What follows belongs to an exercise in optimizing a design on an open flow for a short achievable clock period and few clock cycles; a production flow would make more cautious choices.
At most, simulation tests tie the RTL to the original design; equivalence was not proved.
For run 4, only the layout was checked, not whether the RTL still works.

==> flow/run.sh <==
#!/bin/bash
# The standard layout (standard.sh: the standard flow's synthesis and ORFS from floorplan
# to finish) with the same clock and constraints, but with synthesis mapped for
# a short cycle and timing repair asked to leave more setup slack than the
# 15 ns clock needs, so the layout reaches a shorter period.
set -euo pipefail
bash standard.sh SETUP_SLACK_MARGIN=11 finish > standard.log 2>&1
==> standard.sh <==
#!/bin/bash
# synth_recipe.tcl (not shown) runs the flow's synth.tcl, then flattens the netlist and writes it again
# the make line also repeats each setting of config.mk as NAME=value (left out here)
make -C /OpenROAD-flow-scripts/flow DESIGN_CONFIG=/design/flow/config.mk WORK_HOME=/design/flow/orfs CLKGATE_MAP_FILE= SYNTH_SCRIPT=/design/flow/synth_recipe.tcl "${@:-finish}"
==> config.mk <==
export PLATFORM = sky130hd
export DESIGN_NAME = pwl_sqrt_top
export DESIGN_NICKNAME = pwl_sqrt_top
export VERILOG_FILES = /design/flow/design.v
export SDC_FILE = /design/flow/constraint.sdc
export NUM_CORES = 4
export LEC_CHECK = 0
export ABC_CLOCK_PERIOD_IN_PS = 4000
export CAP_MARGIN = 20
export CORE_MARGIN = 2
export CORE_UTILIZATION = 40
export SLEW_MARGIN = 20
==> constraint.sdc <==
create_clock -name core_clock -period 15.0 [get_ports {clk}]
set_input_delay 3.0000 -clock core_clock [delete_from_list [all_inputs] [get_ports {clk}]]
set_output_delay 3.0000 -clock core_clock [all_outputs]
set_load 0.01 [all_outputs]
==> design.v <==
package pwl_pkg;
  localparam int A_W   = 24;  
  localparam int B_W   = 16;  
  localparam int LEN_W = 16;  
  localparam int U_W   = 32;  
  localparam int R_W   = 33;  
  localparam int Y_W   = 16;  
  localparam int T_W   = 32;  
  localparam int P_W   = 11;  
  localparam int UP_CREDITS = 4;                     
  localparam int Q_DEPTH    = 8;                     
  localparam int Q_PTR_W    = $clog2(Q_DEPTH);
  localparam int Q_CNT_W    = $clog2(Q_DEPTH + 1);
  localparam int TX_CREDITS = 2;                     
  localparam int TXC_W      = $clog2(TX_CREDITS + 1);
  localparam int TOL_SHIFT = 2;   
  localparam int K_MAX     = 10;  
  localparam int ISQRT_ITER = U_W / 2;
endpackage
`timescale 1ns/100ps
module pwl_seg_rx (
  input  logic                            clk,
  input  logic                            rst_n,
  input  logic                            rst_q,      
  input  logic                            in_valid,   
  input  logic [pwl_pkg::A_W-1:0]         in_a,
  input  logic signed [pwl_pkg::B_W-1:0]  in_b,
  input  logic [pwl_pkg::LEN_W-1:0]       in_len,
  output logic                            in_credit,  
  output logic                            rx_valid,
  output logic [pwl_pkg::A_W-1:0]         rx_a,
  output logic signed [pwl_pkg::B_W-1:0]  rx_b,
  output logic [pwl_pkg::LEN_W-1:0]       rx_lm1,     
  output logic signed [pwl_pkg::R_W-1:0]  rx_uf,      
  input  logic                            rx_pop
);
  localparam int A_W   = pwl_pkg::A_W;
  localparam int B_W   = pwl_pkg::B_W;
  localparam int L_W   = pwl_pkg::LEN_W;
  localparam int R_W   = pwl_pkg::R_W;
  localparam int QD    = pwl_pkg::Q_DEPTH;
  localparam int QP_W  = pwl_pkg::Q_PTR_W;
  localparam int QC_W  = pwl_pkg::Q_CNT_W;
  logic           s0_v;
  logic [A_W-1:0] s0_a;
  logic [B_W-1:0] s0_b;
  logic [L_W-1:0] s0_len;
  always_ff @(posedge clk) begin
    s0_v   <= in_valid;   
    s0_a   <= in_a;
    s0_b   <= in_b;
    s0_len <= in_len;
  end
  logic                  s1_v;
  logic [A_W-1:0]        s1_a;
  logic [B_W-1:0]        s1_b;
  logic [L_W-1:0]        s1_lm1;
  logic signed [B_W+4:0] s1_p [4];
  always_ff @(posedge clk) begin
    if (!rst_q) s1_v <= 1'b0;
    else        s1_v <= s0_v;
    s1_a   <= s0_a;
    s1_b   <= s0_b;
    s1_lm1 <= s0_len - 1'b1;
    for (int i = 0; i < 4; i++)
      s1_p[i] <= $signed(s0_b) * $signed({1'b0, s0_len[4*i +: 4]});
  end
  logic                  s2_v;
  logic [A_W-1:0]        s2_a;
  logic [B_W-1:0]        s2_b;
  logic [L_W-1:0]        s2_lm1;
  logic signed [B_W+8:0] s2_lo;
  logic signed [B_W+8:0] s2_hi;
  always_ff @(posedge clk) begin
    if (!rst_q) s2_v <= 1'b0;
    else        s2_v <= s1_v;
    s2_a   <= s1_a;
    s2_b   <= s1_b;
    s2_lm1 <= s1_lm1;
    s2_lo  <= s1_p[0] + (s1_p[1] <<< 4);
    s2_hi  <= s1_p[2] + (s1_p[3] <<< 4);
  end
  logic                  s3_v;
  logic [A_W-1:0]        s3_a;
  logic [B_W-1:0]        s3_b;
  logic [L_W-1:0]        s3_lm1;
  logic signed [R_W-1:0] s3_p;
  always_ff @(posedge clk) begin
    if (!rst_q) s3_v <= 1'b0;
    else        s3_v <= s2_v;
    s3_a   <= s2_a;
    s3_b   <= s2_b;
    s3_lm1 <= s2_lm1;
    s3_p   <= s2_lo + (s2_hi <<< 8);
  end
  logic signed [R_W-1:0] s4_uf;
  assign s4_uf = $signed({{(R_W-A_W){1'b0}}, s3_a}) + s3_p;
  logic [A_W-1:0]        mem_a   [QD];
  logic [B_W-1:0]        mem_b   [QD];
  logic [L_W-1:0]        mem_lm1 [QD];
  logic [R_W-1:0]        mem_uf  [QD];
  logic [QP_W-1:0]       wr_ptr;
  logic [QP_W-1:0]       rd_ptr;
  always_ff @(posedge clk) begin
    if (s3_v) begin
      mem_a[wr_ptr]   <= s3_a;
      mem_b[wr_ptr]   <= s3_b;
      mem_lm1[wr_ptr] <= s3_lm1;
      mem_uf[wr_ptr]  <= s4_uf;
    end
  end
  assign rx_a   = mem_a[rd_ptr];
  assign rx_b   = mem_b[rd_ptr];
  assign rx_lm1 = mem_lm1[rd_ptr];
  assign rx_uf  = mem_uf[rd_ptr];
  logic [QC_W-1:0] qcnt;    
  logic [QC_W-1:0] qcnt_in;  
  logic            ne_keep;  
  logic            ne_pop;   
  assign qcnt_in = qcnt + s3_v;
  assign ne_keep = (qcnt != '0) || s3_v;
  assign ne_pop  = (qcnt_in > 1);
  always_ff @(posedge clk) begin
    if (!rst_q) begin
      wr_ptr   <= '0;
      rd_ptr   <= '0;
      qcnt     <= '0;
      rx_valid <= 1'b0;
    end else begin
      if (s3_v)   wr_ptr <= wr_ptr + 1'b1;
      if (rx_pop) rd_ptr <= rd_ptr + 1'b1;
      qcnt     <= rx_pop ? qcnt_in - 1'b1 : qcnt_in;
      rx_valid <= rx_pop ? ne_pop : ne_keep;   
    end
  end
  logic [2:0]      owed;
  logic [QC_W-1:0] held;
  logic            pop_q;
  logic            give;
  assign give = ((owed != '0) || s0_v) && (held - pop_q < QD);
  always_ff @(posedge clk) begin
    if (!rst_q) begin
      owed  <= '0;
      held  <= pwl_pkg::UP_CREDITS;
      pop_q <= 1'b0;
    end else begin
      owed  <= owed + s0_v - give;
      held  <= held - pop_q + give;
      pop_q <= rx_pop;
    end
  end
  always_ff @(posedge clk) begin
    if (!rst_n || !rst_q) in_credit <= 1'b0;
    else                  in_credit <= give;
  end
endmodule
`timescale 1ns/100ps
module pwl_isqrt (
  input  logic                     clk,
  input  logic                     sq_en,    
  input  logic [pwl_pkg::U_W-1:0]  sq_arg,
  output logic [pwl_pkg::Y_W-1:0]  sq_root
);
  localparam int N   = pwl_pkg::ISQRT_ITER;
  localparam int U_W = pwl_pkg::U_W;
  localparam int Y_W = pwl_pkg::Y_W;
  logic [U_W-1:0] arg  [N+1];  
  logic [Y_W+3:0] rem  [N+1];  
  logic [Y_W-1:0] root [N+1];  
  assign arg[0]  = sq_arg;
  assign rem[0]  = '0;
  assign root[0] = '0;
  for (genvar n = 0; n < N; n++) begin : g_stage
    logic [Y_W+3:0] rem_sh;  
    logic [Y_W+3:0] trial;   
    logic [Y_W+3:0] diff;
    logic           borrow;  
    assign rem_sh = {rem[n][Y_W+1:0], arg[n][U_W-1 -: 2]};
    assign trial  = {2'b00, root[n], 2'b01};
    assign {borrow, diff} = {1'b0, rem_sh} - {1'b0, trial};
    always_ff @(posedge clk) if (sq_en) begin
      arg[n+1] <= arg[n] << 2;
      if (!borrow) begin
        rem[n+1]  <= diff;
        root[n+1] <= {root[n][Y_W-2:0], 1'b1};
      end else begin
        rem[n+1]  <= rem_sh;
        root[n+1] <= {root[n][Y_W-2:0], 1'b0};
      end
    end
  end
  assign sq_root = root[N];
endmodule
`timescale 1ns/100ps
module pwl_sqrt_seg (
  input  logic                            clk,
  input  logic                            rst_q,     
  input  logic                            rx_valid,
  input  logic [pwl_pkg::A_W-1:0]         rx_a,
  input  logic signed [pwl_pkg::B_W-1:0]  rx_b,
  input  logic [pwl_pkg::LEN_W-1:0]       rx_lm1,
  input  logic signed [pwl_pkg::R_W-1:0]  rx_uf,
  output logic                            rx_pop,
  output logic                            pc_valid,
  output logic [pwl_pkg::P_W-1:0]         pc_len,
  output logic [pwl_pkg::Y_W-1:0]         pc_y0,
  output logic [pwl_pkg::Y_W-1:0]         pc_y1,
  input  logic                            pc_adv     
);
  localparam int A_W  = pwl_pkg::A_W;
  localparam int B_W  = pwl_pkg::B_W;
  localparam int L_W  = pwl_pkg::LEN_W;
  localparam int U_W  = pwl_pkg::U_W;
  localparam int R_W  = pwl_pkg::R_W;
  localparam int Y_W  = pwl_pkg::Y_W;
  localparam int P_W  = pwl_pkg::P_W;
  localparam int KN   = pwl_pkg::K_MAX + 1;        
  localparam int LAT  = pwl_pkg::ISQRT_ITER;
  logic                  gv;     
  logic signed [R_W-1:0] acc;    
  logic [L_W-1:0]        lm1;    
  logic signed [B_W-1:0] b;
  logic signed [R_W-1:0] uf;     
  logic [KN-1:0] ge;
  logic [KN-1:0] h;
  always_comb begin
    ge[0] = 1'b1;
    for (int j = 1; j < KN; j++)
      ge[j] = !acc[R_W-1] && (acc[U_W-1:0] >> (2 * (j + pwl_pkg::TOL_SHIFT))) != '0;
    for (int j = 0; j < KN - 1; j++)
      h[j] = ge[j] && !ge[j+1];
    h[KN-1] = ge[KN-1];
  end
  logic signed [R_W-1:0] sum  [KN];
  logic [L_W-1:0]        lsub [KN];
  logic [KN-1:0]         fits;   
  logic signed [R_W-1:0] bx;     
  assign bx = b;
  for (genvar j = 0; j < KN; j++) begin : g_cand
    assign sum[j]  = acc + (bx <<< j);
    assign lsub[j] = lm1 - ({{(L_W-1){1'b0}}, 1'b1} << j);
    assign fits[j] = (lm1 >> j) == '0;
  end
  logic signed [R_W-1:0] sumk;
  logic [L_W-1:0]        lsubk;
  logic                  last;
  always_comb begin
    sumk  = '0;
    lsubk = '0;
    for (int j = 0; j < KN; j++) begin
      sumk  = sumk  | (sum[j]  & {R_W{h[j]}});
      lsubk = lsubk | (lsub[j] & {L_W{h[j]}});
    end
    last = |(h & fits);
  end
  logic go;     
  logic take;   
  assign go     = gv && pc_adv;
  assign take   = rx_valid && (!gv || (go && last));
  assign rx_pop = take;
  always_ff @(posedge clk) begin
    if (!rst_q)          gv <= 1'b0;
    else if (take)       gv <= 1'b1;
    else if (go && last) gv <= 1'b0;
  end
  always_ff @(posedge clk) begin
    if (take) begin
      acc <= $signed({{(R_W-A_W){1'b0}}, rx_a});
      lm1 <= rx_lm1;
      b   <= rx_b;
      uf  <= rx_uf;
    end else if (go) begin
      acc <= sumk;
      lm1 <= lsubk;
    end
  end
  logic                  p1_v;
  logic signed [R_W-1:0] p1_u0;
  logic signed [R_W-1:0] p1_sum;
  logic signed [R_W-1:0] p1_uf;
  logic                  p1_last;
  logic [KN-1:0]         p1_h;
  logic [P_W-1:0]        p1_lm1;
  always_ff @(posedge clk) begin
    if (!rst_q)      p1_v <= 1'b0;
    else if (pc_adv) p1_v <= gv;
  end
  always_ff @(posedge clk) if (pc_adv) begin
    p1_u0   <= acc;
    p1_sum  <= sumk;
    p1_uf   <= uf;
    p1_last <= last;
    p1_h    <= h;
    p1_lm1  <= lm1[P_W-1:0];   
  end
  logic signed [R_W-1:0] p1_u1;
  logic [U_W-1:0]        u0;
  logic [U_W-1:0]        u1;
  logic [P_W-1:0]        plen;
  assign p1_u1 = p1_last ? p1_uf : p1_sum;
  assign u0    = p1_u0[R_W-1] ? '0 : p1_u0[U_W-1:0];
  assign u1    = p1_u1[R_W-1] ? '0 : p1_u1[U_W-1:0];
  assign plen  = p1_last ? p1_lm1 + 1'b1 : p1_h;
  pwl_isqrt i_sq0 (.clk(clk), .sq_en(pc_adv), .sq_arg(u0), .sq_root(pc_y0));
  pwl_isqrt i_sq1 (.clk(clk), .sq_en(pc_adv), .sq_arg(u1), .sq_root(pc_y1));
  logic           dv [LAT+1];
  logic [P_W-1:0] dl [LAT+1];
  assign dv[0] = p1_v;
  assign dl[0] = plen;
  for (genvar n = 0; n < LAT; n++) begin : g_dly
    always_ff @(posedge clk) begin
      if (!rst_q)      dv[n+1] <= 1'b0;
      else if (pc_adv) dv[n+1] <= dv[n];
    end
    always_ff @(posedge clk) if (pc_adv) dl[n+1] <= dl[n];
  end
  assign pc_valid = dv[LAT];
  assign pc_len   = dl[LAT];
endmodule
`timescale 1ns/100ps
module pwl_seg_tx (
  input  logic                       clk,
  input  logic                       rst_n,
  input  logic                       rst_q,      
  input  logic                       pc_valid,
  input  logic [pwl_pkg::P_W-1:0]    pc_len,
  input  logic [pwl_pkg::Y_W-1:0]    pc_y0,
  input  logic [pwl_pkg::Y_W-1:0]    pc_y1,
  output logic                       pc_adv,     
  output logic                       out_valid,
  output logic [pwl_pkg::T_W-1:0]    out_t,
  output logic [pwl_pkg::LEN_W-1:0]  out_len,
  output logic [pwl_pkg::Y_W-1:0]    out_y0,
  output logic [pwl_pkg::Y_W-1:0]    out_y1,
  input  logic                       out_credit   
);
  localparam int T_W = pwl_pkg::T_W;
  localparam int L_W = pwl_pkg::LEN_W;
  localparam int P_W = pwl_pkg::P_W;
  logic                       full;      
  logic [pwl_pkg::TXC_W-1:0]  cnt;       
  logic [pwl_pkg::TXC_W-1:0]  cnt_left;  
  logic                       full_nx;
  logic [T_W-1:0]             tacc;      
  assign pc_adv   = out_valid || !full;
  assign full_nx  = pc_adv ? pc_valid : full;
  assign cnt_left = cnt - out_valid;
  always_ff @(posedge clk) begin
    if (!rst_q) begin
      full <= 1'b0;
      cnt  <= pwl_pkg::TX_CREDITS;
      tacc <= '0;
    end else begin
      full <= full_nx;
      cnt  <= cnt_left + out_credit;
      if (pc_adv && pc_valid) tacc <= tacc + {{(T_W-P_W){1'b0}}, pc_len};
    end
  end
  always_ff @(posedge clk) begin
    if (!rst_n || !rst_q) out_valid <= 1'b0;
    else                  out_valid <= full_nx && ((cnt_left != '0) || out_credit);
  end
  always_ff @(posedge clk) begin
    if (pc_adv && pc_valid) begin
      out_t   <= tacc;
      out_len <= {{(L_W-P_W){1'b0}}, pc_len};
      out_y0  <= pc_y0;
      out_y1  <= pc_y1;
    end
  end
endmodule
`timescale 1ns/100ps
module pwl_sqrt_top (
  input  logic                            clk,
  input  logic                            rst_n,
  input  logic                            in_valid,
  input  logic [pwl_pkg::A_W-1:0]         in_a,
  input  logic signed [pwl_pkg::B_W-1:0]  in_b,
  input  logic [pwl_pkg::LEN_W-1:0]       in_len,
  output logic                            in_credit,
  output logic                            out_valid,
  output logic [pwl_pkg::T_W-1:0]         out_t,
  output logic [pwl_pkg::LEN_W-1:0]       out_len,
  output logic [pwl_pkg::Y_W-1:0]         out_y0,
  output logic [pwl_pkg::Y_W-1:0]         out_y1,
  input  logic                            out_credit
);
  logic rst_q;
  always_ff @(posedge clk) rst_q <= rst_n;
  logic                           rx_valid;
  logic [pwl_pkg::A_W-1:0]        rx_a;
  logic signed [pwl_pkg::B_W-1:0] rx_b;
  logic [pwl_pkg::LEN_W-1:0]      rx_lm1;
  logic signed [pwl_pkg::R_W-1:0] rx_uf;
  logic                           rx_pop;
  logic                       pc_valid;
  logic [pwl_pkg::P_W-1:0]    pc_len;
  logic [pwl_pkg::Y_W-1:0]    pc_y0;
  logic [pwl_pkg::Y_W-1:0]    pc_y1;
  logic                       pc_adv;
  pwl_seg_rx i_rx (
    .clk(clk), .rst_n(rst_n), .rst_q(rst_q),
    .in_valid(in_valid), .in_a(in_a), .in_b(in_b), .in_len(in_len), .in_credit(in_credit),
    .rx_valid(rx_valid), .rx_a(rx_a), .rx_b(rx_b), .rx_lm1(rx_lm1), .rx_uf(rx_uf),
    .rx_pop(rx_pop)
  );
  pwl_sqrt_seg i_seg (
    .clk(clk), .rst_q(rst_q),
    .rx_valid(rx_valid), .rx_a(rx_a), .rx_b(rx_b), .rx_lm1(rx_lm1), .rx_uf(rx_uf),
    .rx_pop(rx_pop),
    .pc_valid(pc_valid), .pc_len(pc_len),
    .pc_y0(pc_y0), .pc_y1(pc_y1), .pc_adv(pc_adv)
  );
  pwl_seg_tx i_tx (
    .clk(clk), .rst_n(rst_n), .rst_q(rst_q),
    .pc_valid(pc_valid), .pc_len(pc_len),
    .pc_y0(pc_y0), .pc_y1(pc_y1), .pc_adv(pc_adv),
    .out_valid(out_valid), .out_t(out_t), .out_len(out_len),
    .out_y0(out_y0), .out_y1(out_y1), .out_credit(out_credit)
  );
endmodule
==> impl_results.md, run 1 <==
- Wirelength per Cell: 22.2 µm
- Placer congestion estimate: 0.953
- Clk latency of the worst-skew pair: 0.95 ns
- R2r endpoint: i_rx.s1_p[2][19]$_DFF_P_
- Router iterations before antenna repair: 7
- Worst-case reg-to-reg path depth: 20
- RSZ-0062 raised after global routing: yes
- Hold Path Class: flip-flop to flip-flop
- Initial Util: 40.2%
- Drc violations: 0
- H-tree levels: 5
- Slowest stage delay, CP: 0.41 ns
- Yosys reg bits: 2908
- Grt ovf: 0
- Syn avg cell area: 12.7 µm²
- Number of global-route vias before repair: 87827
- Total track usage: 20.0%
- FMAX: 222 MHz
- Final Max Tran Viols: 0
- Drt total wl: 363000 µm
- Core area: 346000 µm²
- Setup CP Type: flip-flop to output pin
- CTS Hold Bufs: 0
- Initial antenna violation count: 14
- Family with the most delay on the worst path: flip-flops
- Final hold vios: 0
- Post-synth EDFFs: 2426
- Critical Path Start: i_tx.out_t[19]$_DFFE_PP_
- Mapped Cells: 10984
- Top FF cell, synth: edfxtp_1
- Clock Sinks: 2908
- CP required: 12.00 ns
- Unique cell type count in the Yosys netlist: 106
- Outcome: no timing/DRC/antenna violations
- Die ar.: 353000 µm²
- Die width: 594 µm
- Tightest Pin Transition: 1.11 ns
- CP max FO: 1
- Vias per cell: 5.41
- First-pass GRT wire length: 543000 µm
- Synth Warn #: 13
- Post-synthesis instance area: 139000 µm²
- Worst path depth: 1
- Final Setup Violations: 0
- R2R Setup Slk: 10.64 ns
- End of the critical path: out_t[19]
- Top cells by area, synth: edfxtp_1 52%, dfxtp_1 6.9%, ha_1 6.7%, mux4_2 2.9%, xnor2_1 2.7%
- Pin count of the biggest net entering global routing: 160
- Layout area overhead: 15.9%
- Most frequent cells in the layout: 2426 x edfxtp_1, 754 x inv_1, 701 x nand2_1, 697 x ha_1, 686 x nor2_1
- Clock buffer depth: 4
- Fillers: 30569
- Io pins: 142
- DP Wirelength: 246000 µm
- Final TNS setup: 0 ns
- CTS buffer count: 316
- Startpoint Class: flip-flop
- Vias: 88428
- CTS tree: yes
- Slowest cell on crit path: edfxtp_1
- Fraction of layout cells with a size suffix above 1: 14.7%
- Rel. slew slack: 23.7%
- Max Cap Violations: 0
- Reg clk slew, reported paths: 0.06 ns
- Die Y: 594 µm
- CP Buf/Inv Count: 1
- Residual antenna-violating net count after detailed routing: 0
- R2R Path Start: i_rx.s0_b[0]$_DFF_P_
- FFs w/ async S/R, synth: 0%
- Synth area leader: edfxtp_1
- Final clock skew: 0.113 ns
- Row count: 216
- Synth top area share: 52.3%
- Sequential share of the synthesized area: 59.3%
- Fin crit period: 4.51 ns
- Commonest non-fill, non-tap cell in the layout: edfxtp_1
- Placement Setup Slack: 8.11 ns
- Critical Path AT: 1.51 ns
- Tcrit/Tclk final: 30.1%
- IO buf count: 136
- Initial DRC count: 6927
- Root buffer cell: clkbuf_16
- Fin worst setup slack: 10.49 ns
- Crit-path cells: buf_2
- CP Capture Type: output pin
- Final net count: 12452
==> sequential cells by signal, indices dropped and copies added (netlist names), 33 cells and up, named ones only <==
name              count
i_seg.acc            33
i_seg.i_sq1.arg     240
i_rx.mem_lm1        128
i_seg.p1_sum         33
i_rx.s1_p            84
i_rx.mem_b          128
i_seg.p1_u0          33
i_seg.i_sq0.rem     250
i_rx.s3_p            33
i_seg.i_sq1.rem     250
i_seg.dl            176
i_rx.mem_uf         264
i_seg.i_sq0.root    136
i_seg.p1_uf          33
i_seg.i_sq1.root    136
i_rx.mem_a          192
i_seg.i_sq0.arg     240
i_seg.uf             33
==> worst min path at each step <==
stage | startpoint | endpoint | slack [ns] | depth (start not counted)
finish | i_rx.s1_a[1]$_DFF_P_ | i_rx.s2_a[1]$_DFF_P_ | 0.32 | 0
global route | i_rx.s2_a[20]$_DFF_P_ | i_rx.s3_a[20]$_DFF_P_ | 0.32 | 0
detailed placement | i_rx.s1_a[10]$_DFF_P_ | i_rx.s2_a[10]$_DFF_P_ | 0.31 | 0
CTS | i_rx.s1_a[1]$_DFF_P_ | i_rx.s2_a[1]$_DFF_P_ | 0.31 | 0
global placement | i_rx.s0_a[11]$_DFF_P_ | i_rx.s1_a[11]$_DFF_P_ | 0.31 | 0
floorplan | i_rx.s0_a[0]$_DFF_P_ | i_rx.s1_a[0]$_DFF_P_ | 0.31 | 0
==> per-stage QoR <==
step | instances | hold slack [ns] | cell area [µm²] | utilization (%)
after floorplan | 10990 | 0.310 | 139000 | -
after global placement | 15509 | 0.311 | 146000 | 42.2
after detailed placement | 15509 | 0.312 | 146000 | 42.2
after CTS | 16238 | 0.313 | 159000 | 46.0
after global routing | 16337 | 0.323 | 161000 | 46.6
final | 16339 | 0.316 | 161000 | 46.6
==> layer usage <==
metal / global-route usage, % / share of wire, %
met1: 26.2 / 43
met2: 33.5 / 47
met3: 3.02 / 5.3
met4: 7.32 / 4.1
met5: 0 / 0.0019
==> cells by family after synthesis <==
family                     Yosys count  share of synthesized area, %
AOI/OAI and AO/OA                 2185                          10.2
xor gates and xnor gates           688                          4.33
adders and majority gates          900                          8.90
buffers and inverters             1112                          3.07
DFF                               2908                          59.3
muxes                              378                          4.41
other                                1                       0.00269
and+or+nand+nor                   2812                          9.85
==> Yosys cell counts, drive strengths merged (34+ instances only) <==
master and instances:
nor3 257, nor4 86, buf 71, fa 150, edfxtp 2426, xnor2 425, or2 48, inv 782
a31oi 56, o211ai 76, o22ai 42, nor2 704, xor2 263, or3 75, nor2b 133, nand2 715
mux2i 99, o21ai 515, a21oi 573, and3 66, nand2b 100, mux2 101, o21a 151, o31ai 59
or4 34, o21bai 35, a21o 137, nand3 194, ha 750, a211oi 99, mux4 178, and2 269
nand4 59, clkbuf 252, a21boi 76, dfxtp 482, a221oi 37
==> layout make-up <==
| class | instances | area (µm²) | share of cell area [%] |
|---|---|---|---|
| multi-input combinational | 6971 | 55000 | 34.1 |
| inverter | 789 | 3020 | 1.87 |
| tap | 4578 | 5730 | 3.55 |
| timing repair buffer | 502 | 4400 | 2.73 |
| clock inverter | 177 | 1870 | 1.16 |
| timing repair inverter | 4 | 41.3 | 0.0256 |
| sequential | 2908 | 82600 | 51.2 |
| antenna | 3 | 7.51 | 0.00465 |
| clock buffer | 407 | 8690 | 5.39 |
==> repair_timing <==
| item | 4_1_cts | 5_1_grt |
|---|---|---|
| setup endpoints to repair | 866 | 614 |
| resized for setup | 679 | 280 |
| cloned | 7 | 4 |
| pin swaps | 105 | 198 |
| setup buffers | 138 | 94 |
Testbench counts, summed over its fixed seeds: cycles 13,323.
==> run 2: changes to the inputs <==
--- a/flow/run.sh
+++ b/flow/run.sh
@@ -4,4 +4,4 @@
 # a short cycle and timing repair asked to leave more setup slack than the
 # 15 ns clock needs, so the layout reaches a shorter period.
 set -euo pipefail
-bash standard.sh SETUP_SLACK_MARGIN=11 finish > standard.log 2>&1
+bash standard.sh ABC_CLOCK_PERIOD_IN_PS=4000 SETUP_SLACK_MARGIN=11 finish > standard.log 2>&1
--- a/config.mk
+++ b/config.mk
@@ -5,7 +5,6 @@
 export SDC_FILE = /design/flow/constraint.sdc
 export NUM_CORES = 4
 export LEC_CHECK = 0
-export ABC_CLOCK_PERIOD_IN_PS = 4000
 export CAP_MARGIN = 20
 export CORE_MARGIN = 2
 export CORE_UTILIZATION = 40
==> run 2 against run 1 <==
- sequential share of layout area unchanged
- synthesized cell count unchanged
- highest routed layer unchanged
- global-route usage unchanged
- clock skew unchanged
- flip-flop and latch count unchanged
- maximum frequency unchanged
- cell area unchanged
- utilization unchanged
- final cell count unchanged
==> impl_results.md, run 2 <==
- Final Max Tran Viols: 0 (unchanged)
- Root buffer cell: clkbuf_16
- Fin worst setup slack: 10.49 ns (unchanged)
- Fin crit period: 4.51 ns (unchanged)
- Endpoint, Worst Hold: i_rx.s2_a[1]$_DFF_P_
- Hold Path Class: flip-flop to flip-flop
- Yosys reg bits: 2908 (unchanged)
- Final Setup Violations: 0 (unchanged)
- Worst hold start: i_rx.s1_a[1]$_DFF_P_
- FF/Latch Area: 82600 µm² (unchanged)
- Vias per cell: 5.41 (unchanged)
- Final hold vios: 0 (unchanged)
- Top FF cell, synth: edfxtp_1
- Mapped Cells: 10984 (unchanged)
- Met2 usage: 33.5% (unchanged)
- Core area: 346000 µm² (unchanged)
- Final TNS setup: 0 ns (unchanged)
- Design area: 161000 µm² (unchanged)
- Sequential share of the synthesized area: 59.3% (unchanged)
- Flip-flop count of the largest register after layout: 264 (unchanged)
- Final clock skew: 0.113 ns (unchanged)
- Worst-case reg-to-reg path depth: 20 (unchanged)
- Max Cap Violations: 0 (unchanged)
- Drt total wl: 363000 µm (unchanged)
- Number of global-route vias before repair: 87827 (unchanged)
- FMAX: 222 MHz (unchanged)
- Multi-input gate area: 55000 µm² (unchanged)
- Clock buffer depth: 4 (unchanged)
- FFs w/ async S/R, synth: 0% (unchanged)
- Post-synthesis instance area: 139000 µm² (unchanged)
- Clock Sinks: 2908 (unchanged)
- Fillers: 30569 (unchanged)
- Initial DRC count: 6927 (unchanged)
- Placer congestion estimate: 0.953 (unchanged)
- R2R Path Start: i_rx.s0_b[0]$_DFF_P_
- Crit-path cells: buf_2
- RSZ-0062 raised after global routing: yes
- CP max FO: 1 (unchanged)
- Top flop regs: i_rx.mem_uf x264, i_seg.i_sq0.rem x250, i_seg.i_sq1.rem x250
- Tcrit/Tclk final: 30.1% (unchanged)
- Initial Util: 40.2% (unchanged)
- Syn avg cell area: 12.7 µm² (unchanged)
- Startpoint Class: flip-flop
- First-pass GRT wire length: 543000 µm (unchanged)
- Slowest cell on crit path: edfxtp_1
- Top-count cell post-synth: edfxtp_1
- CTS tree: yes
- Die ar.: 353000 µm² (unchanged)
- Synth cell count leaders: 2426 x edfxtp_1, 779 x inv_1, 750 x ha_1
- Total track usage: 20.0% (unchanged)
- IO buf count: 136 (unchanged)
- CTS buffer count: 316 (unchanged)
- Die Y: 594 µm (unchanged)
- Initial antenna violation count: 14 (unchanged)
- Residual antenna-violating net count after detailed routing: 0 (unchanged)
- Top cells by area, synth: edfxtp_1 52%, dfxtp_1 6.9%, ha_1 6.7%, mux4_2 2.9%, xnor2_1 2.7%
- Largest register by flop count: i_rx.mem_uf
- Placed instance area: 146000 µm² (unchanged)
- Drc violations: 0 (unchanged)
- Util after Layout: 46.6% (unchanged)
- DP Wirelength: 246000 µm (unchanged)
- Final Non-Filler Cells: 16339 (unchanged)
- Synth Warn #: 13 (unchanged)
- Tightest Pin Transition: 1.11 ns (unchanged)
- Wirelength per Cell: 22.2 µm (unchanged)
- Outcome: no timing/DRC/antenna violations
- Clk latency of the worst-skew pair: 0.95 ns (about the same)
- GRT busiest layer: met2
- R2r endpoint: i_rx.s1_p[2][19]$_DFF_P_
- CP Capture Type: output pin
- Placement Setup Slack: 8.11 ns (unchanged)
- H-tree levels: 5 (unchanged)
- Die width: 594 µm (unchanged)
- Synth top area share: 52.3% (unchanged)
- Io pins: 142 (unchanged)
- Unique cell type count in the Yosys netlist: 106 (unchanged)
- M1 GR Usage: 26.2% (unchanged)
- Commonest non-fill, non-tap cell in the layout: edfxtp_1
- Pin count of the biggest net entering global routing: 160 (unchanged)
- Row count: 216 (unchanged)
- CP Buf/Inv Count: 1 (unchanged)
- Final net count: 12452 (unchanged)
- Hold Crit Depth: 0 (unchanged)
- Layout area overhead: 15.9% (unchanged)
- Reg clk slew, reported paths: 0.06 ns (about the same)
- Critical Path AT: 1.51 ns (about the same)
- Router iterations before antenna repair: 7 (unchanged)
- Post-synth EDFFs: 2426 (unchanged)
- Rel. slew slack: 23.7% (unchanged)
- Family with the most delay on the worst path: flip-flops
- R2R Setup Slk: 10.64 ns (about the same)
- Setup CP Type: flip-flop to output pin
- Hold WS: 0.316 ns (unchanged)
- Most frequent cells in the layout: 2426 x edfxtp_1, 754 x inv_1, 701 x nand2_1, 697 x ha_1, 686 x nor2_1
- Grt ovf: 0 (unchanged)
- CP required: 12.00 ns (about the same)
- Slowest stage delay, CP: 0.41 ns (about the same)
- Fraction of layout cells with a size suffix above 1: 14.7% (unchanged)
- Vias: 88428 (unchanged)
- Placed insts: 15509 (unchanged)
- Synth area leader: edfxtp_1
- Global-route track usage on met3: 3.02% (unchanged)
[run 2: cells by family (layout without fill, tap and decap cells)]
kind of cell             Yosys count  count (layout)  synth area share [%]
flip-flops                      2908            2908                  59.3
AND/OR/NAND/NOR                 2812            2813                  9.85
AO/OA/AOI/OAI                   2185            2185                  10.2
buffers and inverters           1112            1879                  3.07
adder cells (fa/ha/maj)          900             900                  8.90
XOR/XNOR                         688             688                  4.33
multiplexers                     378             378                  4.41
other                              1              10               0.00269
[run 2: area by class of cell]
type	instances	area share [%]
diodes	3	0.00465
clock buffers	407	5.39
clock inverters	177	1.16
multi-input cells	6971	34.1
repair inverters	4	0.0256
flip-flops and latches	2908	51.2
inverters	789	1.87
well taps	4578	3.55
repair buffers	502	2.73
[run 2: per-layer routing]
metal / vias up / share of wire, %
li1: 41682 / -
met1: 43715 / 43
met2: 2357 / 47
met3: 672 / 5.3
met4: 2 / 4.1
met5: - / 0.0019
[run 2: timing repair]
action / 4_1_cts / 5_1_grt
gates cloned: 7 / 4
buffers inserted: 138 / 94
endpoints found under the setup margin: 866 / 614
pin swaps: 105 / 198
hold buffers: 0 / 0
endpoints found under the hold margin: 0 / 0
gates resized for setup: 679 / 280
[run 2: worst max-delay path by stage]
stage	from	endpoint	cells past startpoint
after floorplan	i_rx.s3_v$_SDFF_PN0_	i_rx.mem_a[5][0]$_DFFE_PP_	2
after global placement	i_seg.acc[18]$_DFFE_PP_	i_seg.acc[3]$_DFFE_PP_	15
after detailed placement	i_seg.acc[18]$_DFFE_PP_	i_seg.acc[0]$_DFFE_PP_	15
after CTS	i_tx.out_t[0]$_DFFE_PP_	out_t[0]	1
after global routing	i_tx.out_t[19]$_DFFE_PP_	out_t[19]	1
final	i_tx.out_t[19]$_DFFE_PP_	out_t[19]	1
==> run 3: changes to the inputs <==
--- a/design.v
+++ b/design.v
@@ -15,7 +15,9 @@
   localparam int TXC_W      = $clog2(TX_CREDITS + 1);
   localparam int TOL_SHIFT = 2;   
   localparam int K_MAX     = 10;  
-  localparam int ISQRT_ITER = U_W / 2;
+  localparam int ISQRT_D0  = 4;
+  localparam int ISQRT_N2  = 2;
+  localparam int ISQRT_LAT = 1 + ISQRT_N2 + (Y_W - ISQRT_D0 - 2 * ISQRT_N2);
 endpackage
 `timescale 1ns/100ps
 module pwl_seg_rx (
@@ -161,35 +163,49 @@
   input  logic [pwl_pkg::U_W-1:0]  sq_arg,
   output logic [pwl_pkg::Y_W-1:0]  sq_root
 );
-  localparam int N   = pwl_pkg::ISQRT_ITER;
   localparam int U_W = pwl_pkg::U_W;
   localparam int Y_W = pwl_pkg::Y_W;
-  logic [U_W-1:0] arg  [N+1];  
-  logic [Y_W+3:0] rem  [N+1];  
-  logic [Y_W-1:0] root [N+1];  
+  localparam int RW  = Y_W + 4;                  
+  localparam int NS  = pwl_pkg::ISQRT_LAT;       
+  localparam int D0  = pwl_pkg::ISQRT_D0;
+  localparam int N2  = pwl_pkg::ISQRT_N2;
+  function automatic int first_digit(input int s);
+    if (s == 0)       first_digit = 0;
+    else if (s <= N2) first_digit = D0 + 2 * (s - 1);
+    else              first_digit = D0 + 2 * N2 + (s - 1 - N2);
+  endfunction
+  logic [U_W-1:0] arg  [NS+1];  
+  logic [RW-1:0]  rem  [NS+1];  
+  logic [Y_W-1:0] root [NS+1];  
   assign arg[0]  = sq_arg;
   assign rem[0]  = '0;
   assign root[0] = '0;
-  for (genvar n = 0; n < N; n++) begin : g_stage
-    logic [Y_W+3:0] rem_sh;  
-    logic [Y_W+3:0] trial;   
-    logic [Y_W+3:0] diff;
-    logic           borrow;  
-    assign rem_sh = {rem[n][Y_W+1:0], arg[n][U_W-1 -: 2]};
-    assign trial  = {2'b00, root[n], 2'b01};
-    assign {borrow, diff} = {1'b0, rem_sh} - {1'b0, trial};
+  for (genvar s = 0; s < NS; s++) begin : g_stage
+    localparam int FD = first_digit(s);
+    localparam int ND = first_digit(s + 1) - FD;
+    logic [RW-1:0]  r  [ND+1];
+    logic [Y_W-1:0] q  [ND+1];
+    assign r[0] = rem[s];
+    assign q[0] = root[s];
+    for (genvar d = 0; d < ND; d++) begin : g_digit
+      localparam logic [RW-1:0] MASK = ({{(RW-1){1'b0}}, 1'b1} << (FD + d + 2)) - 1'b1;
+      logic [RW-1:0] rem_sh;  
+      logic [RW-1:0] trial;   
+      logic [RW-1:0] diff;
+      logic          borrow;  
+      assign rem_sh = {r[d][RW-3:0], arg[s][U_W-1-2*d -: 2]};
+      assign trial  = {2'b00, q[d], 2'b01};
+      assign {borrow, diff} = {1'b0, rem_sh} - {1'b0, trial};
+      assign r[d+1] = (borrow ? rem_sh : diff) & MASK;
+      assign q[d+1] = {q[d][Y_W-2:0], !borrow};
+    end
     always_ff @(posedge clk) if (sq_en) begin
-      arg[n+1] <= arg[n] << 2;
-      if (!borrow) begin
-        rem[n+1]  <= diff;
-        root[n+1] <= {root[n][Y_W-2:0], 1'b1};
-      end else begin
-        rem[n+1]  <= rem_sh;
-        root[n+1] <= {root[n][Y_W-2:0], 1'b0};
-      end
+      arg[s+1]  <= arg[s] << (2 * ND);
+      rem[s+1]  <= r[ND];
+      root[s+1] <= q[ND];
     end
   end
-  assign sq_root = root[N];
+  assign sq_root = root[NS];
 endmodule
 `timescale 1ns/100ps
 module pwl_sqrt_seg (
@@ -215,7 +231,7 @@
   localparam int Y_W  = pwl_pkg::Y_W;
   localparam int P_W  = pwl_pkg::P_W;
   localparam int KN   = pwl_pkg::K_MAX + 1;        
-  localparam int LAT  = pwl_pkg::ISQRT_ITER;
+  localparam int LAT  = pwl_pkg::ISQRT_LAT;
   logic                  gv;     
   logic signed [R_W-1:0] acc;    
   logic [L_W-1:0]        lm1;    
--- a/config.mk
+++ b/config.mk
@@ -7,5 +7,8 @@
 export LEC_CHECK = 0
 export CAP_MARGIN = 20
 export CORE_MARGIN = 2
-export CORE_UTILIZATION = 40
+export CORE_UTILIZATION = 55
+export CTS_CLUSTER_DIAMETER = 150
+export CTS_CLUSTER_SIZE = 30
+export PLACE_DENSITY = 0.68
 export SLEW_MARGIN = 20
==> run 3 against run 2 <==
- still clean
- non-clock buffer count is 29 higher
- utilization is 15 points higher
- via count is 13% lower
- flip-flop and latch count is 620 lower
- hold slack better by 0.015 ns
- global-route usage is 9.0 points higher
- sequential share of layout area is 1.4 points lower
- maximum frequency is 3.4% higher
- clock skew is 0.049 ns lower
- critical path type unchanged
- largest cell class unchanged
==> impl_results.md, run 3 <==
- Layout area overhead: 10.9%
- Post-synthesis instance area: 116000 µm² (-17%)
- Die width: 463 µm (-22%)
- Io pins: 142 (unchanged)
- Clock buffer depth: 3 (-1)
- Mapped Cells: 9486 (-14%)
- Placer congestion estimate: 1.03 (+7.7%)
- Synth cell count leaders: 1811 x edfxtp_1, 746 x inv_1, 740 x ha_1
- Drt total wl: 317000 µm (-13%)
- Final hold vios: 0 (unchanged)
- Initial Util: 55.3% (+15 points)
- Placed instance area: 121000 µm² (-17%)
- Max Cap Violations: 0 (unchanged)
- Top flop regs: i_rx.mem_uf x264, i_rx.mem_a x192
- Hold Path Class: flip-flop to flip-flop
- CP max FO: 1 (unchanged)
- Tcrit/Tclk final: 29.1% (-0.99 points)
- CTS tree: yes
- Hold WS: 0.331 ns (+0.0149 ns)
- Yosys reg bits: 2288 (-21%)
- Largest register by flop count: i_rx.mem_uf
- Row count: 168 (-22%)
- Initial DRC count: 6722 (-3.0%)
- Vias: 76908 (-13%)
- Critical Path AT: 1.36 ns (-0.15 ns)
- Die Y: 463 µm (-22%)
- Slowest cell on crit path: edfxtp_1
- Synth top area share: 46.9% (-5.4 points)
- Final TNS setup: 0 ns (unchanged)
- DP Wirelength: 221000 µm (-10%)
- Number of global-route vias before repair: 76463 (-13%)
- Syn avg cell area: 12.2 µm² (-3.6%)
- Clock Sinks: 2288 (-21%)
- Fin crit period: 4.36 ns (-0.149 ns)
- Residual antenna-violating net count after detailed routing: 0 (unchanged)
- Final Setup Violations: 0 (unchanged)
- Hold Crit Depth: 0 (unchanged)
- Root buffer cell: clkbuf_16
- CTS Hold Bufs: 0 (unchanged)
- Die ar.: 214000 µm² (-39%)
- Sequential share of the synthesized area: 55.2% (-4.1 points)
- Drc violations: 0 (unchanged)
- Total track usage: 28.9% (+9.0 points)
- Synth area leader: edfxtp_1
- Post-synth EDFFs: 1811 (-25%)
- CP required: 12.00 ns (about the same)
- Flip-flop count of the largest register after layout: 264 (unchanged)
- Initial antenna violation count: 17 (+3)
- IO buf count: 136 (unchanged)
- Top cells by area, synth: edfxtp_1 47%, dfxtp_1 8.2%, ha_1 8.0%, mux4_2 3.5%, xnor2_1 2.7%
- CTS buffer count: 89 (-72%)
- Fraction of layout cells with a size suffix above 1: 14.8% (+0.044 points)
- FFs w/ async S/R, synth: 0% (unchanged)
- Pin count of the biggest net entering global routing: 95 (-41%)
- Unique cell type count in the Yosys netlist: 109 (+2.8%)
- FMAX: 229 MHz (+3.4%)
- Wirelength per Cell: 25.0 µm (+12%)
- Router iterations before antenna repair: 8 (+1)
- Tightest Pin Transition: 1.10 ns (-0.0108 ns)
- Startpoint Class: flip-flop
- Setup CP Type: flip-flop to output pin
- H-tree levels: 3 (-2)
- Final clock skew: 0.0642 ns (-0.0488 ns)
- Top FF cell, synth: edfxtp_1
- Family with the most delay on the worst path: flip-flops
- Worst path depth: 1 (unchanged)
- Crit-path cells: buf_6
- Synth Warn #: 35 (+22)
- Final net count: 10766 (-14%)
- Design area: 129000 µm² (-20%)
- CP Buf/Inv Count: 1 (unchanged)
- Core area: 210000 µm² (-39%)
- Reg clk slew, reported paths: 0.11 ns (+0.05 ns)
- Grt ovf: 0 (unchanged)
- Vias per cell: 6.07 (+12%)
- CP Capture Type: output pin
- RSZ-0062 raised after global routing: yes
- Most frequent cells in the layout: 1811 x edfxtp_1, 717 x inv_1, 683 x ha_1, 592 x nor2_1, 535 x a21oi_1
- First-pass GRT wire length: 471000 µm (-13%)
- Commonest non-fill, non-tap cell in the layout: edfxtp_1
- Top-count cell post-synth: edfxtp_1
- Worst-case reg-to-reg path depth: 20 (unchanged)
- Outcome: no timing/DRC/antenna violations
- Slowest stage delay, CP: 0.43 ns (+0.02 ns)
- Clk latency of the worst-skew pair: 0.84 ns (-0.11 ns)
- Rel. slew slack: 24.4% (+0.74 points)
- Final Max Tran Viols: 0 (unchanged)
[run 3: changes by cell type in the layout (fill, tap and decap cells not counted), sizes merged, moves of 92 or more]
cell / before / now
clkbuf: 409 / 135
clkinv: 118 / 14
o21ai: 515 / 401
xor2: 263 / 171
nand2: 715 / 543
edfxtp: 2426 / 1811
[run 3: area by class of cell]
cell class / instances / area [µm²]
fillers: 16287 / 81000
clock inverters: 15 / 330
diodes: 2 / 5.00
multi-input cells: 6148 / 50800
inverters: 758 / 2910
flip-flops and latches: 2288 / 64000
clock buffers: 133 / 2390
repair buffers: 531 / 4560
well taps: 2805 / 3510
[run 3: final timing paths]
check                                              from                  endpoint  slack (ns)
worst max-delay path            i_tx.out_t[1]$_DFFE_PP_                  out_t[1]       10.64
worst min-delay path               i_rx.s1_a[9]$_DFF_P_      i_rx.s2_a[9]$_DFF_P_        0.33
worst max register to register     i_rx.s0_b[2]$_DFF_P_  i_rx.s1_p[2][18]$_DFF_P_       10.77
worst min register to register     i_rx.s1_a[9]$_DFF_P_      i_rx.s2_a[9]$_DFF_P_        0.33
[run 3: cells by family after synthesis]
| kind of cell | Yosys count | share of synthesized area [%] |
|---|---|---|
| and+or+nand+nor | 2250 | 9.39 |
| muxes | 446 | 5.94 |
| other | 1 | 0.00324 |
| DFF | 2288 | 55.2 |
| AOI/OAI and AO/OA | 2021 | 11.4 |
| adders and majority gates | 890 | 10.6 |
| xor gates and xnor gates | 534 | 4.04 |
| buffers and inverters | 1056 | 3.50 |
[run 3: per-layer routing]
metal | GRT usage (%) | routed length [µm] | vias up
met5 | 0 | 57 | -
met4 | 14.0 | 18600 | 8
met3 | 4.13 | 18900 | 698
met2 | 48.6 | 152000 | 2500
met1 | 36.9 | 127000 | 38166
li1 | - | - | 35536
[run 3: repair_timing]
action,in CTS,in global routing
pin swaps,132,182
cloned,6,2
gates resized for setup,711,305
setup endpoints to repair,811,463
setup buffers,166,100
[run 3: through the flow]
| stage | instances | setup slack [ns] | util [%] |
|---|---|---|---|
| 6_report | 12680 | 10.64 | 61.3 |
| 4_1_cts | 12576 | 10.56 | 60.3 |
| 3_3_place_gp | 12256 | 9.30 | 57.6 |
| 3_5_place_dp | 12256 | 9.17 | 57.6 |
| 5_1_grt | 12680 | 10.56 | 61.3 |
| 2_1_floorplan | 9490 | 10.16 | - |
Testbench counts of run 3, summed over its fixed seeds: cycles 13,283.
==> run 4: changes to the inputs <==
--- a/design.v
+++ b/design.v
@@ -53,50 +53,65 @@
     s0_b   <= in_b;
     s0_len <= in_len;
   end
+  localparam int PP_W = B_W + 2;
   logic                  s1_v;
   logic [A_W-1:0]        s1_a;
   logic [B_W-1:0]        s1_b;
   logic [L_W-1:0]        s1_lm1;
-  logic signed [B_W+4:0] s1_p [4];
+  logic signed [PP_W-1:0] s1_p [8];
+  logic signed [PP_W-1:0] b1;     
+  logic signed [PP_W-1:0] b2;
+  logic signed [PP_W-1:0] b3;
+  assign b1 = $signed(s0_b);
+  assign b2 = b1 <<< 1;
+  assign b3 = b1 + b2;
   always_ff @(posedge clk) begin
     if (!rst_q) s1_v <= 1'b0;
     else        s1_v <= s0_v;
     s1_a   <= s0_a;
     s1_b   <= s0_b;
     s1_lm1 <= s0_len - 1'b1;
-    for (int i = 0; i < 4; i++)
-      s1_p[i] <= $signed(s0_b) * $signed({1'b0, s0_len[4*i +: 4]});
+    for (int i = 0; i < 8; i++) begin
+      case (s0_len[2*i +: 2])
+        2'd0:    s1_p[i] <= '0;
+        2'd1:    s1_p[i] <= b1;
+        2'd2:    s1_p[i] <= b2;
+        default: s1_p[i] <= b3;
+      endcase
+    end
   end
+  localparam int G_W = B_W + 6;
   logic                  s2_v;
   logic [A_W-1:0]        s2_a;
   logic [B_W-1:0]        s2_b;
   logic [L_W-1:0]        s2_lm1;
-  logic signed [B_W+8:0] s2_lo;
-  logic signed [B_W+8:0] s2_hi;
+  logic signed [G_W-1:0] s2_g [3];
   always_ff @(posedge clk) begin
     if (!rst_q) s2_v <= 1'b0;
     else        s2_v <= s1_v;
-    s2_a   <= s1_a;
-    s2_b   <= s1_b;
-    s2_lm1 <= s1_lm1;
-    s2_lo  <= s1_p[0] + (s1_p[1] <<< 4);
-    s2_hi  <= s1_p[2] + (s1_p[3] <<< 4);
-  end
+    s2_a    <= s1_a;
+    s2_b    <= s1_b;
+    s2_lm1  <= s1_lm1;
+    s2_g[0] <= s1_p[0] + (s1_p[1] <<< 2) + (s1_p[2] <<< 4);
+    s2_g[1] <= s1_p[3] + (s1_p[4] <<< 2) + (s1_p[5] <<< 4);
+    s2_g[2] <= s1_p[6] + (s1_p[7] <<< 2);
+  end
+  logic signed [R_W-1:0] s3_uf;
+  logic signed [R_W-1:0] g0;
+  logic signed [R_W-1:0] g1;
+  logic signed [R_W-1:0] g2;
   logic                  s3_v;
   logic [A_W-1:0]        s3_a;
   logic [B_W-1:0]        s3_b;
   logic [L_W-1:0]        s3_lm1;
-  logic signed [R_W-1:0] s3_p;
-  always_ff @(posedge clk) begin
-    if (!rst_q) s3_v <= 1'b0;
-    else        s3_v <= s2_v;
-    s3_a   <= s2_a;
-    s3_b   <= s2_b;
-    s3_lm1 <= s2_lm1;
-    s3_p   <= s2_lo + (s2_hi <<< 8);
-  end
-  logic signed [R_W-1:0] s4_uf;
-  assign s4_uf = $signed({{(R_W-A_W){1'b0}}, s3_a}) + s3_p;
+  assign g0    = s2_g[0];
+  assign g1    = s2_g[1];
+  assign g2    = s2_g[2];
+  assign s3_uf = $signed({{(R_W-A_W){1'b0}}, s2_a}) + g0 + (g1 <<< 6) + (g2 <<< 12);
+  assign s3_v   = s2_v;
+  assign s3_a   = s2_a;
+  assign s3_b   = s2_b;
+  assign s3_lm1 = s2_lm1;
   logic [A_W-1:0]        mem_a   [QD];
   logic [B_W-1:0]        mem_b   [QD];
   logic [L_W-1:0]        mem_lm1 [QD];
@@ -108,7 +123,7 @@
       mem_a[wr_ptr]   <= s3_a;
       mem_b[wr_ptr]   <= s3_b;
       mem_lm1[wr_ptr] <= s3_lm1;
-      mem_uf[wr_ptr]  <= s4_uf;
+      mem_uf[wr_ptr]  <= s3_uf;
     end
   end
   assign rx_a   = mem_a[rd_ptr];
@@ -376,13 +391,18 @@
     if (!rst_n || !rst_q) out_valid <= 1'b0;
     else                  out_valid <= full_nx && ((cnt_left != '0) || out_credit);
   end
+  localparam int E_W = T_W + P_W + 2 * pwl_pkg::Y_W;
+  logic           load;
+  logic [E_W-1:0] pc_e;    
+  logic [E_W-1:0] hold;    
+  assign load = pc_adv && pc_valid;
+  assign pc_e = {tacc, pc_len, pc_y0, pc_y1};
+  assign out_len[L_W-1:P_W] = '0;   
   always_ff @(posedge clk) begin
-    if (pc_adv && pc_valid) begin
-      out_t   <= tacc;
-      out_len <= {{(L_W-P_W){1'b0}}, pc_len};
-      out_y0  <= pc_y0;
-      out_y1  <= pc_y1;
-    end
+    hold <= load ? pc_e : {out_t, out_len[P_W-1:0], out_y0, out_y1};
+  end
+  always_ff @(posedge clk) begin
+    {out_t, out_len[P_W-1:0], out_y0, out_y1} <= load ? pc_e : hold;
   end
 endmodule
 `timescale 1ns/100ps
--- a/flow/run.sh
+++ b/flow/run.sh
@@ -4,4 +4,4 @@
 # a short cycle and timing repair asked to leave more setup slack than the
 # 15 ns clock needs, so the layout reaches a shorter period.
 set -euo pipefail
-bash standard.sh ABC_CLOCK_PERIOD_IN_PS=4000 SETUP_SLACK_MARGIN=11 finish > standard.log 2>&1
+bash standard.sh SETUP_SLACK_MARGIN=11 finish > standard.log 2>&1
==> config.mk (replaced) <==
export PLATFORM = sky130hd
export DESIGN_NAME = pwl_sqrt_top
export DESIGN_NICKNAME = pwl_sqrt_top
export VERILOG_FILES = /design/flow/design.v
export SDC_FILE = /design/flow/constraint.sdc
export NUM_CORES = 4
export LEC_CHECK = 0
export ABC_CLOCK_PERIOD_IN_PS = 4000
export CAP_MARGIN = 20
export CORE_MARGIN = 2
export CORE_UTILIZATION = 65
export CTS_CLUSTER_DIAMETER = 150
export CTS_CLUSTER_SIZE = 25
export PLACE_DENSITY = 0.76
export SLEW_MARGIN = 20
==> run 4 against run 3 <==
- largest cell class unchanged
- global-route usage grew 5.2 points
- still clean
==> impl_results.md, run 4 <==
- H-tree levels: 3 (unchanged)
- Drc violations: 0 (unchanged)
- Unique cell type count in the Yosys netlist: 100 (-8.3%)
- Final clock skew: 0.0505 ns (-0.0137 ns)
- DP Wirelength: 205000 µm (-7.3%)
- CTS buffer count: 106 (+19%)
- Synth Warn #: 36 (+2.9%)
- R2R Path Start: i_rx.s2_a[5]$_DFF_P_
- Outcome: no timing/DRC/antenna violations
- Syn avg cell area: 12.0 µm² (-1.7%)
- Top flop regs: i_rx.mem_uf x264, i_rx.mem_a x192, i_rx.s1_p x144
- Synth top area share: 46.3% (-0.62 points)
- FMAX: 188 MHz (-18%)
- Clock Sinks: 2348 (+2.6%)
- Max Cap Violations: 0 (unchanged)
- Grt ovf: 0 (unchanged)
- Worst-case reg-to-reg path depth: 23 (+15%)
- Final Max Tran Viols: 0 (unchanged)
- Met2 usage: 57.1% (+8.5 points)
- R2R Setup Slk: 9.67 ns (-1.10 ns)
- Vias per cell: 6.37 (+5.0%)
- Root buffer cell: clkbuf_16
- Layout area overhead: 12.5%
- Post-synthesis instance area: 113000 µm² (-2.9%)
- Sequential share of the synthesized area: 57.2% (+2.0 points)
- Yosys reg bits: 2348 (+2.6%)
- Vias: 77410 (+0.65%)
- First-pass GRT wire length: 456000 µm (-3.3%)
- Synth cell count leaders: 1736 x edfxtp_1, 928 x nand2_1, 652 x ha_1
- Io pins: 142 (unchanged)
- Die Y: 420 µm (-9.3%)
- CP required: 15.60 ns (+3.60 ns)
- Clk latency of the worst-skew pair: 0.86 ns (+0.02 ns)
- Router iterations before antenna repair: 6 (-2)
- GRT busiest layer: met2
- End of the critical path: i_rx.mem_uf[0][32]$_DFFE_PP_
- Commonest non-fill, non-tap cell in the layout: edfxtp_1
- Critical Path AT: 5.92 ns (+4.56 ns)
- Flip-flop count of the largest register after layout: 264 (unchanged)
- Placer congestion estimate: 1.02 (-1.0%)
- Critical Path Start: i_rx.s2_a[5]$_DFF_P_
- Core area: 172000 µm² (-18%)
- FFs w/ async S/R, synth: 0% (unchanged)
- Tcrit/Tclk final: 35.5% (+6.4 points)
- RSZ-0062 raised after global routing: yes
- Final hold vios: 0 (unchanged)
- Top cells by area, synth: edfxtp_1 46%, dfxtp_1 11%, ha_1 7.2%, mux4_2 3.6%, nand2_1 3.1%
- Placement Setup Slack: 9.15 ns (-0.0248 ns)
- Hold Path Class: flip-flop to flip-flop
- Most frequent cells in the layout: 1736 x edfxtp_1, 916 x nand2_1, 597 x ha_1, 567 x nor2_1, 515 x inv_1
- Global-route track usage on met3: 5.38% (+1.2 points)
- Initial DRC count: 7165 (+6.6%)
- Wirelength per Cell: 25.3 µm (+1.2%)
- Final TNS setup: 0 ns (unchanged)
- Fraction of layout cells with a size suffix above 1: 16.9% (+2.1 points)
- Tightest Pin Transition: 1.26 ns (+0.162 ns)
- Drt total wl: 307000 µm (-3.0%)
- Die width: 420 µm (-9.3%)
- Residual antenna-violating net count after detailed routing: 0 (unchanged)
- Top-count cell post-synth: edfxtp_1
- Fillers: 11097 (-32%)
- Total track usage: 34.2% (+5.2 points)
- M1 GR Usage: 42.4% (+5.4 points)
- IO buf count: 136 (unchanged)
- Initial Util: 65.5% (+10 points)
- CP max FO: 9 (+8)
- Post-synth EDFFs: 1736 (-4.1%)
- Clock buffer depth: 3 (unchanged)
- Final net count: 10505 (-2.4%)
- Startpoint Class: flip-flop
- Row count: 152 (-9.5%)
- Initial antenna violation count: 10 (-7)
- Mapped Cells: 9370 (-1.2%)
- R2r endpoint: i_rx.mem_uf[0][32]$_DFFE_PP_
- Die ar.: 177000 µm² (-18%)
- Rel. slew slack: 13.3% (-11 points)
- Synth area leader: edfxtp_1
- Top FF cell, synth: edfxtp_1
- Fin worst setup slack: 9.67 ns (-0.967 ns)
- Final Setup Violations: 0 (unchanged)
- Number of global-route vias before repair: 75889 (-0.75%)
- CP Capture Type: flip-flop
- Reg clk slew, reported paths: 0.10 ns (about the same)
- Setup CP Type: flip-flop to flip-flop
- Pin count of the biggest net entering global routing: 206 (+120%)
- Largest register by flop count: i_rx.mem_uf
- Fin crit period: 5.33 ns (+0.967 ns)
- CTS tree: yes
## run 4: cell types whose count changed in the layout (fill, tap and decap cells not counted), sizes merged, moves of 88 or more
cell   change
and2     -151
nand2    +389
dfxtp    +135
fa       -110
ha        -88
inv      -225
o21ai    +107
## run 4: layout make-up
cell class | instances | area (µm²) | share of cell area [%]
Multi-Input combinational cell | 6157 | 48500 | 38.3
Sequential cell | 2348 | 64600 | 51.0
Antenna cell | 3 | 7.51 | 0.00593
Clock inverter | 12 | 214 | 0.169
Tap cell | 2310 | 2890 | 2.28
Inverter | 532 | 2040 | 1.61
Timing Repair inverter | 2 | 17.5 | 0.0138
Clock buffer | 186 | 2950 | 2.33
Timing Repair Buffer | 606 | 5520 | 4.36
## run 4: worst min-delay path by stage
stage	startpoint	end	slack, ns	cells after the start
after floorplan	i_rx.s1_a[10]$_DFF_P_	i_rx.s2_a[10]$_DFF_P_	0.31	0
after global placement	i_rx.s0_a[15]$_DFF_P_	i_rx.s1_a[15]$_DFF_P_	0.31	0
after detailed placement	i_rx.s1_a[6]$_DFF_P_	i_rx.s2_a[6]$_DFF_P_	0.31	0
after CTS	i_rx.s1_b[15]$_DFF_P_	i_rx.s2_b[15]$_DFF_P_	0.32	0
after global routing	i_rx.s0_a[18]$_DFF_P_	i_rx.s1_a[18]$_DFF_P_	0.33	0
final	i_rx.s1_a[6]$_DFF_P_	i_rx.s2_a[6]$_DFF_P_	0.33	0
## run 4: through the flow
| step | util, % | cells | instance area (µm²) | hold WS, ns |
|---|---|---|---|---|
| final | 73.7 | 12156 | 127000 | 0.328 |
| after global routing | 73.7 | 12153 | 127000 | 0.332 |
| after CTS | 72.2 | 12036 | 124000 | 0.322 |
| after detailed placement | 68.0 | 11615 | 117000 | 0.312 |
| after global placement | 68.0 | 11615 | 117000 | 0.310 |
| after floorplan | - | 9374 | 113000 | 0.310 |
## run 4: logic make-up (layout without fill, tap and decap cells)
kind of cell | Yosys count | in the layout | synth area share (%)
XOR/XNOR | 506 | 506 | 3.95
AND/OR/NAND/NOR | 2355 | 2359 | 9.49
adder cells (fa/ha/maj) | 692 | 692 | 7.96
flip-flops | 2348 | 2348 | 57.2
AO/OA/AOI/OAI | 2100 | 2100 | 11.9
buffers and inverters | 874 | 1338 | 2.97
multiplexers | 494 | 495 | 6.50
other | 1 | 8 | 0.00333
## run 4: timing repair
item                                   4_1_cts  5_1_grt
hold buffers                                 0        0
pin swaps                                  182      223
gates resized for setup                    915      321
setup endpoints to repair                  468      425
endpoints found under the hold margin        0        0
buffers inserted                           216      111
cloned                                       7        5
## run 4: critical path, cell delays in order, from the launching register on
cell,delay [ns]
dfxtp_1,0.49
ha_1,0.30
ha_1,0.37
nor3_2,0.24
nor2_2,0.11
nand3_4,0.17
nand2_2,0.10
a21o_1,0.21
a21oi_2,0.20
o21bai_1,0.09
a21oi_1,0.19
xnor2_1,0.15
ha_2,0.33
o21ai_1,0.25
a21oi_2,0.11
o21ai_2,0.20
o2111ai_2,0.17
o311a_1,0.36
o31ai_2,0.24
a21oi_1,0.10
nor2_1,0.12
xnor3_1,0.27
xor2_2,0.17
buf_4,0.16
## run 4: per-layer routing
layer	vias up	wire (µm)	share of wire, %
met4	16	21900	7.1
met5	-	153	0.050
met2	3297	147000	48
li1	35260	-	-
met3	988	21400	7.0
met1	37849	116000	38

[afterwards: timing with drivers on the ports]
Ports are ideal in the flow. The routed layouts listed here were re-timed in OpenROAD. Step 1 (the two cells are an assumption about what drives the block):
set clk [get_ports {clk}]
set_driving_cell -lib_cell sky130_fd_sc_hd__clkbuf_16 $clk
set_driving_cell -lib_cell sky130_fd_sc_hd__buf_2 [delete_from_list [all_inputs] $clk]
Step 2 also shifts input and output timing later by t, the mid clock arrival at the registers, as if the neighbouring blocks saw the same clock. Three values: no drivers, after step 1, after step 2; two values: the first two.
run | t, ns | slack for setup (ns) | worst setup path after step 2 | slew at the worst register clock pin (ns) | worst slew at a driven data input, ns
run 1 | 1.002 | 10.491 / 10.381 / 10.641 | register to register | 0.08 / 0.08 | 0.06
run 2 | 1.002 | 10.491 / 10.381 / 10.641 | register to register | 0.08 / 0.08 | 0.06
run 3 | 0.907 | 10.639 / 10.541 / 10.768 | register to register | 0.12 / 0.12 | 0.06
run 4 | 0.921 | 9.673 / 9.673 / 9.673 | register to register | 0.12 / 0.12 | 0.10
After both steps setup and hold are still met in every run listed.
